What follows belongs to an exercise in optimizing a design on an open flow for small area; a production flow would make more cautious choices.
Function was checked by simulation only, so behaviour that the tests miss may differ from the original.

// velocity_step_boost_compensator_unit
module velocity_step_boost_compensator_unit #(
  parameter int FRAC_BITS = 12
) (
  input  logic               clk_i,
  input  logic               rst_ni,
  input  logic               psel,
  input  logic               penable,
  input  logic               pwrite,
  input  logic [3:0]         paddr,
  input  logic [31:0]        pwdata,
  output logic [31:0]        prdata,
  output logic               pready,
  input  logic               in_valid_i,
  output logic               in_stall_o,
  input  logic signed [15:0] vel_x_i,
  input  logic signed [15:0] vel_y_i,
  output logic               out_valid_o,
  input  logic               out_stall_i,
  output logic signed [15:0] shaped_x_o,
  output logic signed [15:0] shaped_y_o,
  output logic               boosting_x_o,
  output logic               boosting_y_o
);
export LEC_CHECK = 0
export ABC_AREA = 1
export CAP_MARGIN = 20
export CORE_MARGIN = 2
export CORE_UTILIZATION = 70
export PLACE_DENSITY = 0.8
export SLEW_MARGIN = 20
create_clock -name core_clock -period 14.0 [get_ports {clk_i}]
standard.sh (not shown) runs the stock make flow with config.mk's settings and CLKGATE_MAP_FILE= SYNTH_SCRIPT=/design/flow/synth_recipe.tcl, a recipe that flattens the netlist after the stock synthesis.
==> flow/flow/run.sh <==
#!/bin/bash
# The standard layout (standard.sh), with these changes:
#  - synthesis runs yosys synth with -noabc (no early abc -fast pass) and uses
#    an area-oriented abc script (flow/abc_area.script) in place of ORFS's
#    abc_area.script;
#  - full-adder cells are extracted only in the multiplier module vsbc_mul,
#    which is kept as its own module until the final flatten
#    (SYNTH_KEEP_MODULES); elsewhere abc maps the adders with the other logic.
#    For this, ORFS's synth.tcl is copied with its extract_fa call given a
#    selection; the rest of synthesis is ORFS's own scripts, copied unchanged;
#  - the port buffers are the smallest buffer cell;
#  - clock tree synthesis uses larger sink clusters, only clkbuf_8 clock buffers,
#    and leaves out dummy loads.
set -o pipefail
here=$(pwd)
mkdir -p "$here/scripts"
cp -r "$FLOW_HOME/scripts/." "$here/scripts/"
cp "$here/flow/abc_area.script" "$here/scripts/abc_area.script"
sed -i 's/^  extract_fa {\*}\[dont_use_extract_fa_args\]$/  extract_fa {*}[dont_use_extract_fa_args] -fa vsbc_mul/' "$here/scripts/synth.tcl"
grep -q 'extract_fa {\*}\[dont_use_extract_fa_args\] -fa vsbc_mul' "$here/scripts/synth.tcl" || { echo "synth.tcl patch failed"; exit 1; }

SYNTH_KEEP_MODULES=vsbc_mul SYNTH_ARGS="-noabc" SCRIPTS_DIR="$here/scripts" bash standard.sh synth 2>&1 | tee synth.log || exit 1

export BUFFER_PORTS_ARGS="-buffer_cell sky130_fd_sc_hd__buf_1"
export CTS_ARGS="-sink_clustering_enable -repair_clock_nets -dont_use_dummy_load -sink_clustering_size 14 -sink_clustering_max_diameter 50 -buf_list {sky130_fd_sc_hd__clkbuf_8}"
bash standard.sh 2>&1 | tee standard.log
==> flow/flow/abc_area.script <==
strash
&get -n
&deepsyn -T 150
&put
dch -f
amap
strash
dc2
dch -f
amap
strash
dc2
dch -f
amap
topo
The baseline went through all stages and came out clean.
Then changed:
- CORE_UTILIZATION: 70 -> 80
- PLACE_DENSITY: 0.8 -> 0.88
What happened: Final cell count fell by 1.1%. Sequential share of layout area rose by 0.13 points. Synthesized area does not change. Register-to-register slack is about the same.
Then changed:
- CORE_UTILIZATION: 80 -> 40
- PLACE_DENSITY: 0.88 -> not set
Effect:
- The new run finished with timing, DRC and antenna clean
- sequential share of layout area fell by 0.80 points
- synthesized cell count stays the same
- via count fell by 8.0%
- utilization fell by 42 points
- area after synthesis does not change
- routed wire length rose by 5.2%
- setup slack improves by 0.22 ns
- non-clock buffer count rose by 26
Then changed:
- CORE_UTILIZATION: 40 -> 60
- PLACE_DENSITY: not set -> 0.7
Outcome: Worst hold slack gets better by 0.0084 ns. Clock skew decreases by 0.0066 ns.
Then changed:
--- a/flow/flow/run.sh
+++ b/flow/flow/run.sh
@@ -12 +12 @@
-#  - clock tree synthesis uses larger sink clusters, only clkbuf_8 clock buffers,
+#  - clock tree synthesis uses larger sink clusters, clkbuf_8 and clkbuf_16 clock buffers,
@@ -25 +25 @@
-export CTS_ARGS="-sink_clustering_enable -repair_clock_nets -dont_use_dummy_load -sink_clustering_size 14 -sink_clustering_max_diameter 50 -buf_list {sky130_fd_sc_hd__clkbuf_8}"
+export CTS_ARGS="-sink_clustering_enable -repair_clock_nets -dont_use_dummy_load -sink_clustering_size 20 -sink_clustering_max_diameter 60 -buf_list {sky130_fd_sc_hd__clkbuf_8 sky130_fd_sc_hd__clkbuf_16}"
- CORE_UTILIZATION: 60 -> 40
- PLACE_DENSITY: 0.7 -> not set
Critical path depth does not change.
Via count falls by 1.1%.
Core utilization falls by 21 points.

==> port drivers added, routing unchanged <==
The flow's constraints put no driver on any port. The routed layouts listed below were extracted and timed again, unchanged, in two steps. Step 1 assumes that a clkbuf_16 drives the clock port and a buf_2 every other input. Step 2 moves the port delays by t, midway between the first and last clock arrival at a register: inputs arrive t later, outputs are due t later. That takes back most of the time a late clock gives input paths. Three values: no drivers, after step 1, after step 2; two values: the first two.
| run | shift t [ns] | setup WS [ns] | latest minus earliest clock arrival (ns) |
|---|---|---|---|
| the first run | 0.617 | 0.558 / 0.558 / 0.558 | 0.069 / 0.069 |
| the second run | 0.639 | 0.560 / 0.560 / 0.560 | 0.091 / 0.091 |
| the third run | 0.669 | 0.776 / 0.776 / 0.776 | 0.102 / 0.102 |
| the fourth run | 0.640 | 0.983 / 0.983 / 0.983 | 0.083 / 0.082 |
| the fifth run | 0.590 | 0.838 / 0.838 / 0.838 | 0.046 / 0.046 |
After both steps setup and hold are still met in every run listed.
